Context: an optimization exercise on an open-source flow, tuned for small area and a short achievable clock period. The choices shown serve that exercise and are no tape-out recipe. The RTL was checked by simulation tests, not by an equivalence proof against the original design. Power is estimated from default activity; no workload was simulated.

==> design/flow/design.v <==
package lsu_pkg;
	typedef enum logic [3:0] {
		LSU_LB  = 4'b0000,  
		LSU_LH  = 4'b0001,  
		LSU_LW  = 4'b0010,  
		LSU_LBU = 4'b0100,  
		LSU_LHU = 4'b0101,  
		LSU_SB  = 4'b1000,
		LSU_SH  = 4'b1001,
		LSU_SW  = 4'b1010
	} lsu_op_e;
	typedef enum logic [1:0] {
		FAULT_NONE  = 2'd0,
		FAULT_RANGE = 2'd1,  
		FAULT_ALIGN = 2'd2   
	} lsu_fault_e;
endpackage
`timescale 1ns/1ns
import lsu_pkg::*;
module lsu_access_check
(
	input  logic                 req_i,      
	input  logic [3:0]           op_i,
	input  logic [32-1:0] addr_i,
	input  logic [32-1:0] wdata_i,
	output logic [1:0]           fault_o,    
	output logic                 wr_o,       
	output logic [3:0]           wr_be_o,    
	output logic [32-1:0] wr_data_o,  
	output logic [3:0]           c_l_o,      
	output logic                 c_h0_o,     
	output logic                 c_h2_o,     
	output logic [3:0]           c_sb_o,     
	output logic                 c_s15_o,    
	output logic                 c_s31_o,    
	output logic                 c_w_o       
);
	logic is_b, is_h, is_st;
	logic mis_align, in_range, clean;
	logic ld_b, ld_bs, ld_h, ld_hs, ld_w;
	logic [3:0] off_1h;
	logic [1:0] off;
	assign off = addr_i[1:0];
	assign off_1h = 4'b0001 << off;
	assign is_b  = (op_i == LSU_LB) || (op_i == LSU_LBU) || (op_i == LSU_SB);
	assign is_h  = (op_i == LSU_LH) || (op_i == LSU_LHU) || (op_i == LSU_SH);
	assign is_st = (op_i == LSU_SB) || (op_i == LSU_SH) || (op_i == LSU_SW);
	assign mis_align = is_h ? off[0] : (!is_b && (off != 2'b00));
	assign in_range = (addr_i[32-1:10] == (32'h0100_0000 >> 10));
	assign fault_o = mis_align ? FAULT_ALIGN : (in_range ? FAULT_NONE : FAULT_RANGE);
	assign wr_o = req_i && is_st && !mis_align && in_range;
	always_comb begin
		if (is_b)      wr_be_o = off_1h;
		else if (is_h) wr_be_o = off[1] ? 4'b1100 : 4'b0011;
		else           wr_be_o = 4'b1111;
	end
	assign wr_data_o[7:0]   = wdata_i[7:0];
	assign wr_data_o[15:8]  = is_b ? wdata_i[7:0] : wdata_i[15:8];
	assign wr_data_o[23:16] = (is_b || is_h) ? wdata_i[7:0] : wdata_i[23:16];
	assign wr_data_o[31:24] = is_b ? wdata_i[7:0] : (is_h ? wdata_i[15:8] : wdata_i[31:24]);
	assign clean = req_i && !mis_align && in_range;
	assign ld_bs = clean && (op_i == LSU_LB);
	assign ld_b  = clean && ((op_i == LSU_LB) || (op_i == LSU_LBU));
	assign ld_hs = clean && (op_i == LSU_LH);
	assign ld_h  = clean && ((op_i == LSU_LH) || (op_i == LSU_LHU));
	assign ld_w  = clean && (op_i == LSU_LW);
	assign c_l_o[0] = ld_w || ((ld_b || ld_h) && off_1h[0]);
	assign c_l_o[1] = ld_b && off_1h[1];
	assign c_l_o[2] = (ld_b || ld_h) && off_1h[2];
	assign c_l_o[3] = ld_b && off_1h[3];
	assign c_h0_o   = ld_w || (ld_h && off_1h[0]);
	assign c_h2_o   = ld_h && off_1h[2];
	assign c_sb_o   = {4{ld_bs}} & off_1h;
	assign c_s15_o  = (ld_bs && off_1h[1]) || (ld_hs && off_1h[0]);
	assign c_s31_o  = (ld_bs && off_1h[3]) || (ld_hs && off_1h[2]);
	assign c_w_o    = ld_w;
endmodule
`timescale 1ns/1ns
module lsu_g_aoi222 (
	input  logic a1, a2, b1, b2, c1, c2,
	output logic y
);
	assign y = !((a1 && a2) || (b1 && b2) || (c1 && c2));
endmodule
module lsu_g_aoi22 (
	input  logic a1, a2, b1, b2,
	output logic y
);
	assign y = !((a1 && a2) || (b1 && b2));
endmodule
module lsu_g_ao21 (
	input  logic a1, a2, b1,
	output logic y
);
	assign y = (a1 && a2) || b1;
endmodule
module lsu_g_oai21 (
	input  logic a1, a2, b1,
	output logic y
);
	assign y = !((a1 || a2) && b1);
endmodule
module lsu_g_nand2 (
	input  logic a, b,
	output logic y
);
	assign y = !(a && b);
endmodule
module lsu_g_nand3 (
	input  logic a, b, c,
	output logic y
);
	assign y = !(a && b && c);
endmodule
module lsu_g_nand4 (
	input  logic a, b, c, d,
	output logic y
);
	assign y = !(a && b && c && d);
endmodule
module lsu_g_nor2 (
	input  logic a, b,
	output logic y
);
	assign y = !(a || b);
endmodule
module lsu_rd_grp (
	input  logic        hi_i,   
	input  logic [15:0] lo_i,   
	input  logic [15:0] d_i,
	output logic        y_no
);
	logic [5:0] p_n;
	logic [1:0] s;
	for (genvar g = 0; g < 5; g++) begin : g_aoi
		lsu_g_aoi222 u_aoi (
			.a1 (lo_i[3*g]),     .a2 (d_i[3*g]),
			.b1 (lo_i[3*g + 1]), .b2 (d_i[3*g + 1]),
			.c1 (lo_i[3*g + 2]), .c2 (d_i[3*g + 2]),
			.y  (p_n[g])
		);
	end
	lsu_g_nand2 u_last (.a(lo_i[15]), .b(d_i[15]), .y(p_n[5]));
	lsu_g_nand3 u_s0 (.a(p_n[0]), .b(p_n[1]), .c(p_n[2]), .y(s[0]));
	lsu_g_nand3 u_s1 (.a(p_n[3]), .b(p_n[4]), .c(p_n[5]), .y(s[1]));
	lsu_g_oai21 u_sel (.a1(s[0]), .a2(s[1]), .b1(hi_i), .y(y_no));
endmodule
module lsu_data_ram (
	input  logic [15:0]               hi_i,
	input  logic [15:0]               lo_i,
	input  logic [(1024 / 4)-1:0] d_i,   
	output logic                      q_o
);
	logic [15:0] g_n;
	logic [3:0]  n4;
	logic [1:0]  r_n;
	for (genvar h = 0; h < 16; h++) begin : g_grp
		lsu_rd_grp u_grp (
			.hi_i (hi_i[h]),
			.lo_i (lo_i),
			.d_i  (d_i[16*h +: 16]),
			.y_no (g_n[h])
		);
	end
	for (genvar i = 0; i < 4; i++) begin : g_n4
		lsu_g_nand4 u_n4 (.a(g_n[4*i]), .b(g_n[4*i + 1]), .c(g_n[4*i + 2]), .d(g_n[4*i + 3]), .y(n4[i]));
	end
	lsu_g_nor2 u_r0 (.a(n4[0]), .b(n4[1]), .y(r_n[0]));
	lsu_g_nor2 u_r1 (.a(n4[2]), .b(n4[3]), .y(r_n[1]));
	lsu_g_nand2 u_q (.a(r_n[0]), .b(r_n[1]), .y(q_o));
endmodule
`timescale 1ns/1ns
module lsu_response
(
	input  logic [32-1:0] w_i,        
	input  logic [3:0]           c_l_i,
	input  logic                 c_h0_i,
	input  logic                 c_h2_i,
	input  logic [3:0]           c_sb_i,
	input  logic                 c_s15_i,
	input  logic                 c_s31_i,
	input  logic                 c_w_i,
	output logic [32-1:0] ld_data_o
);
	for (genvar k = 0; k < 8; k++) begin : g_b0
		logic x_n, y_n;
		lsu_g_aoi22 u_x (.a1(c_l_i[0]), .a2(w_i[k]),      .b1(c_l_i[1]), .b2(w_i[8 + k]),  .y(x_n));
		lsu_g_aoi22 u_y (.a1(c_l_i[2]), .a2(w_i[16 + k]), .b1(c_l_i[3]), .b2(w_i[24 + k]), .y(y_n));
		lsu_g_nand2 u_o (.a(x_n), .b(y_n), .y(ld_data_o[k]));
	end
	logic sb_n;
	lsu_g_aoi222 u_sb (
		.a1 (c_sb_i[1]), .a2 (w_i[15]),
		.b1 (c_sb_i[2]), .b2 (w_i[23]),
		.c1 (c_sb_i[3]), .c2 (w_i[31]),
		.y  (sb_n)
	);
	for (genvar k = 8; k < 16; k++) begin : g_b1
		logic x_n;
		lsu_g_aoi222 u_x (
			.a1 (c_h0_i),    .a2 (w_i[k]),
			.b1 (c_h2_i),    .b2 (w_i[k + 16]),
			.c1 (c_sb_i[0]), .c2 (w_i[7]),
			.y  (x_n)
		);
		lsu_g_nand2 u_o (.a(x_n), .b(sb_n), .y(ld_data_o[k]));
	end
	logic sx_n, sy_n, sgn;
	lsu_g_aoi222 u_sx (
		.a1 (c_sb_i[0]), .a2 (w_i[7]),
		.b1 (c_s15_i),   .b2 (w_i[15]),
		.c1 (c_sb_i[2]), .c2 (w_i[23]),
		.y  (sx_n)
	);
	lsu_g_nand2 u_sy (.a(c_s31_i), .b(w_i[31]), .y(sy_n));
	lsu_g_nand2 u_sg (.a(sx_n), .b(sy_n), .y(sgn));
	for (genvar k = 16; k < 32; k++) begin : g_b2
		lsu_g_ao21 u_o (.a1(c_w_i), .a2(w_i[k]), .b1(sgn), .y(ld_data_o[k]));
	end
endmodule
`timescale 1ns/1ns
import lsu_pkg::*;
module load_store_unit
(
	input  logic                 clk,
	input  logic                 arst_n_i,
	input  logic                 req_i,         
	input  logic [3:0]           op_i,
	input  logic [32-1:0] addr_i,
	input  logic [32-1:0] wdata_i,
	output logic                 resp_valid_o,  
	output logic [1:0]           resp_fault_o,
	output logic [32-1:0] resp_rdata_o
);
	localparam int NW = (1024 / 4);
	logic                 req;       
	logic [1:0]           fault;
	logic                 wr;
	logic [3:0]           wr_be;
	logic [32-1:0] wr_data;
	logic [3:0]           c_l, c_sb;
	logic                 c_h0, c_h2, c_s15, c_s31, c_w;
	logic [32-1:0] rd_word;
	logic [32-1:0] ld_data;
	assign req = req_i && arst_n_i;
	lsu_access_check u_check (
		.req_i     (req),
		.op_i      (op_i),
		.addr_i    (addr_i),
		.wdata_i   (wdata_i),
		.fault_o   (fault),
		.wr_o      (wr),
		.wr_be_o   (wr_be),
		.wr_data_o (wr_data),
		.c_l_o     (c_l),
		.c_h0_o    (c_h0),
		.c_h2_o    (c_h2),
		.c_sb_o    (c_sb),
		.c_s15_o   (c_s15),
		.c_s31_o   (c_s31),
		.c_w_o     (c_w)
	);
	logic [32-1:0] mem [0:NW-1];
	logic [15:0]          dec_hi, dec_lo;
	logic [15:0]          wen_lo [0:3];
	assign dec_hi = 16'b1 << addr_i[9:6];
	assign dec_lo = 16'b1 << addr_i[5:2];
	always_comb begin
		for (int b = 0; b < 4; b++) begin
			wen_lo[b] = dec_lo & {16{wr && wr_be[b]}};
		end
	end
	for (genvar w = 0; w < NW; w++) begin : g_word
		for (genvar b = 0; b < 4; b++) begin : g_lane
			always_ff @(posedge clk) begin
				if (dec_hi[w / 16] && wen_lo[b][w % 16]) begin
					mem[w][8*b +: 8] <= wr_data[8*b +: 8];
				end
			end
		end
	end
	for (genvar j = 0; j < 32; j++) begin : g_rd
		logic [NW-1:0] col;
		for (genvar w = 0; w < NW; w++) begin : g_col
			assign col[w] = mem[w][j];
		end
		lsu_data_ram u_rd (
			.hi_i (dec_hi),
			.lo_i (dec_lo),
			.d_i  (col),
			.q_o  (rd_word[j])
		);
	end
	lsu_response u_fmt (
		.w_i       (rd_word),
		.c_l_i     (c_l),
		.c_h0_i    (c_h0),
		.c_h2_i    (c_h2),
		.c_sb_i    (c_sb),
		.c_s15_i   (c_s15),
		.c_s31_i   (c_s31),
		.c_w_i     (c_w),
		.ld_data_o (ld_data)
	);
	always_ff @(posedge clk or negedge arst_n_i) begin
		if (!arst_n_i) begin
			resp_valid_o <= 1'b0;
			resp_fault_o <= FAULT_NONE;
			resp_rdata_o <= '0;
		end else begin
			resp_valid_o <= req;
			resp_fault_o <= req ? fault : FAULT_NONE;
			resp_rdata_o <= ld_data;
		end
	end
endmodule
==> design/flow/run.sh <==
#!/bin/bash
# synth_recipe.tcl (not shown) runs the flow's synth.tcl, then flattens the netlist and writes it again
# the make line also repeats each setting of config.mk as NAME=value (left out here)
make -C /OpenROAD-flow-scripts/flow DESIGN_CONFIG=/design/flow/config.mk WORK_HOME=/design/flow/orfs CLKGATE_MAP_FILE= SYNTH_SCRIPT=/design/flow/synth_recipe.tcl finish
==> design/flow/config.mk <==
export PLATFORM = sky130hd
export DESIGN_NAME = load_store_unit
export DESIGN_NICKNAME = load_store_unit
export VERILOG_FILES = /design/flow/design.v
export SDC_FILE = /design/flow/constraint.sdc
export NUM_CORES = 8
export LEC_CHECK = 0
export CAP_MARGIN = 20
export CORE_MARGIN = 2
export CORE_UTILIZATION = 60
export SETUP_SLACK_MARGIN = 2.0
export SLEW_MARGIN = 20
export SYNTH_HIERARCHICAL = 1
export SYNTH_MEMORY_MAX_BITS = 16384
==> design/flow/constraint.sdc <==
create_clock -name core_clock -period 5.0 [get_ports {clk}]
set_input_delay 1.0000 -clock core_clock [delete_from_list [all_inputs] [get_ports {clk}]]
set_output_delay 1.0000 -clock core_clock [all_outputs]
set_load 0.01 [all_outputs]
==> flow_summary.yaml <==
clock_tree:
  htree_num_levels: 6
  cts_buffer_depth: 4
  tritoncts: "done"
  clk_pin_slew_ns: 0.06
  insertion_delay_ns: 1.13
  clockRootBuffer: "clkbuf_16"
  cts.sinks: 8227
  cts_hold_buf: 0
  cts_buffers: 789
power_and_ir_drop:
  ir_drop_uv: 397
  finalPower_w: 0.140
  leakagePower_nw: 117
  power_density_mw_per_mm2: 395
timing:
  period_share: 0.772
  setup_tns_ns: 0
  tightest_slew_ns: 1.30
  clock_skew_ns: 0.0320
  setup_viol: 0
  slew_viol_final: 0
  rsz0062_at_grt: "true"
  finalCriticalPeriod_ns: 3.86
  slew_headroom: 0.130
  timing.fmax_ghz: 0.259
  hold_viol_final: 0
critical_path:
  cp_data_required_time_ns: 6.01
  path_max_fanout: 8
  endpoint_kind: "flop"
  start_kind: "input pin"
  path_class: "in -> reg"
  cp.arrival_ns: 4.87
synthesis:
  synth.avg_cell_area_um2: 19.9
  yosysTopAreaCellShare: 0.842
  synth_area_leader_cell: "edfxtp_1"
  synth_commonest_cells: "8192 x edfxtp_1, 2570 x a222oi_1, 1028 x nand3_1"
  seq_area_frac_synth: 0.845
  netlist_area_mm2: 0.292
  synth_edf_count: 8192
  synth_cells: 14700
  synth-async-reset-ratio: 0.00425
  netlist_top_cells_area: "edfxtp_1 84%, a222oi_1 8.8%, nand3_1 1.8%, nor3_1 1.6%, o21ai_1 0.88%"
  synth_flop_cell: "edfxtp_1"
  ys_ff_latch: 8227
  yosys_warnings: 10
  synth.most_common_cell: "edfxtp_1"
  synthesis.nets: 14700
  netlist-cell-type-count: 42
floorplanning:
  core-area_mm2: 0.486
  ioPinCount: 106
  rows: 256
  die_height_um: 702
  dieWidth_um: 702
  initial_core_util: 0.602
  die_area_mm2: 0.493
grt:
  overflow: 0
  antenna_found_initial: 44
  globalRouteMet3Util: 0.0839
  grt_max_degree: 212
  met2_usage: 0.543
  use_met1: 0.501
  grt.total_usage: 0.353
  top_usage_layer: "met2"
  first_global_vias: 173000
  grt_first_pass_wirelength_um: 1250000
layout:
  nNetsFinal: 17900
  layout-drive-gt1-share: 0.241
  syn2layout_area_growth_pct: 21.1
  final_area_mm2: 0.354
worst_hold_path:
  hp-class: "in -> reg"
drt:
  via_per_inst: 7.15
  drt_first_pass_iters: 11
  wl_per_cell_um: 35.8
  drc: 0
  drt_iter0_markers: 36300
  wl_um: 893000
  vias: 178000
  ant_nets: 0
run:
  maxCapViolations: 0
placed_design:
  numPortBuffers: 105
  gp_congestion: 0.913
  hpwl_um: 543000
  post_dp_cell_area_mm2: 0.322
run_status:
  run_status: "timing/DRC/antenna clean"
registers in the layout, indices dropped and copies added (netlist names):
register and flops:
resp_fault_o 2, mem 8192, resp_rdata_o 32, resp_valid_o 1
what timing repair did:
item	CTS	global route
gates resized for setup	740	371
setup endpoints to repair	7660	7008
pin swaps	171	155
buffers inserted	105	88
cloned	22	17
power breakdown:
part | switching [W] | total (W) | internal (W)
Clock | 0.0247 | 0.0567 | 0.0320
Sequential | 0.00000198 | 0.0764 | 0.0764
Combinational | 0.00489 | 0.00668 | 0.00179
Total | 0.0296 | 0.140 | 0.110
cell families after synthesis:
group / count (synthesis) / share of synthesized area
AND/OR/NAND/NOR: 2911 / 0.0500
flip-flops: 8227 / 0.845
AO/OA/AOI/OAI: 3131 / 0.0983
XOR/XNOR: 1 / 0.0000300
buffers and inverters: 382 / 0.00572
multiplexers: 25 / 0.000925
worst paths after layout:
path | from | end | slack (ns) | depth (start not counted)
worst max register to register | mem[88][15] | resp_rdata_o[23] | 1.39 | 11
worst min-delay path | wdata_i[0] | mem[198][0] | 0.30 | 1
min in group asynchronous | arst_n_i | resp_valid_o | 0.40 | 2
max in group asynchronous | arst_n_i | resp_rdata_o[4] | 4.14 | 2
worst min register to register | mem[143][3] | resp_rdata_o[3] | 0.97 | 8
worst max-delay path | addr_i[2] | resp_rdata_o[23] | 1.14 | 18
per-stage QoR:
stage / utilization / hold slack (ns) / instances / setup slack (ns)
2_1_floorplan: - / 0.704 / 14700 / -6.78
3_3_place_gp: 0.662 / 0.994 / 23200 / -0.924
3_5_place_dp: 0.663 / 0.996 / 23300 / -0.778
4_1_cts: 0.722 / 0.219 / 24800 / 1.44
5_1_grt: 0.728 / 0.269 / 24900 / 1.24
6_report: 0.729 / 0.295 / 25000 / 1.14
Yosys stat by module (local to each module, per instance), excerpt:
module            cells inside  copies in the design  flip-flops and latches  cell area [um^2]
lsu_g_oai21                  1                   512                       0              5.00
lsu_g_aoi22                  1                    16                       0              12.5
lsu_g_nand4                  1                   128                       0              6.26
lsu_g_ao21                   1                    16                       0              7.51
lsu_g_nor2                   1                    64                       0              3.75
load_store_unit           9669                     1                    8227            254000
lsu_g_nand2                  1                   562                       0              3.75
lsu_access_check           116                     1                       0               807
lsu_g_nand3                  1                  1024                       0              5.00
lsu_g_aoi222                 1                  2570                       0              10.0
routing by layer:
| layer | share of wire | routed length, um |
|---|---|---|
| met5 | 0.00026 | 228 |
| met4 | 0.041 | 36400 |
| met3 | 0.13 | 118000 |
| met2 | 0.46 | 413000 |
| met1 | 0.36 | 325000 |
worst max-delay path, cell delays in order:
cell and delay [ns]:
buf_8 0.07, buf_12 0.14, nand2b_4 0.15, buf_12 0.12
nor2_4 0.05, buf_12 0.17, buf_12 0.14, a222oi_1 0.80
nand3_1 0.29, o21ai_2 0.26, nand4_1 0.29, buf_4 0.26
nor2_4 0.13, nand2_8 0.08, a222oi_1 0.35, nand2_2 0.17
clkbuf_16 0.21, a21o_1 0.16
final cells by class:
| class | count | area, um^2 |
|---|---|---|
| tap | 6450 | 8070 |
| clock buffer | 991 | 20800 |
| sequential | 8227 | 247000 |
| fill | 29100 | 132000 |
| multi-input combinational | 6073 | 48400 |
| clock inverter | 433 | 3410 |
| inverter | 21 | 81.3 |
| antenna | 44 | 110 |
| timing repair buffer | 2722 | 25900 |
cell usage in the layout, fill, tap and decap left out, types with 11 or more instances in the layout:
cell type,Yosys,routed
a21o_1,16,16
a222oi_1,2570,2570
a22oi_2,16,16
buf_12,0,310
buf_16,0,20
buf_2,93,34
buf_4,12,2144
buf_6,10,93
buf_8,0,26
bufinv_16,0,52
clkbuf_1,175,186
clkbuf_16,0,824
clkdlybuf4s50_1,0,42
clkinv_1,0,210
clkinv_2,0,126
clkinvlp_4,0,13
dfrtp_2,0,33
diode_2,0,44
dlymetal6s2s_1,0,12
edfxtp_1,8192,8192
inv_2,0,16
inv_6,0,23
mux2_8,0,16
nand2_1,570,534
nand2_2,0,20
nand2_4,0,11
nand3_1,1028,1020
nand4_1,131,131
nand4b_1,14,14
nor2_1,88,48
nor2_2,0,11
nor2_4,0,29
nor3_1,933,568
nor3_2,99,243
nor3_4,0,221
o21ai_1,512,434
o21ai_2,0,72

## re-timing with driven ports
The flow's constraints put no driver on any port. The routed layout listed below was extracted and timed again, unchanged, in two steps. Step 1: set_driving_cell puts a clkbuf_16 on clk and a buf_2 on each other input, an assumption about the parent block. Step 2, shift: input delay + t, output delay - t, t = (earliest + latest rising clock arrival at the registers) / 2. This alone moves slack from input paths to output paths. a / b / c = ideal ports / drivers / drivers and shift; a / b = the first two.
t, ns: 1.245
setup slack, ns: 1.141 / 1.174 / -0.071
worst setup path at the end: input to register
clock arrival spread, ns: 0.047 / 0.047
worst data-port slew with drivers (ns): 0.31
With both steps, setup timing fails in this run, where it was met with ideal ports. The setup slack of this run moves by +0.033 ns with the drivers and by -1.212 ns with both steps.
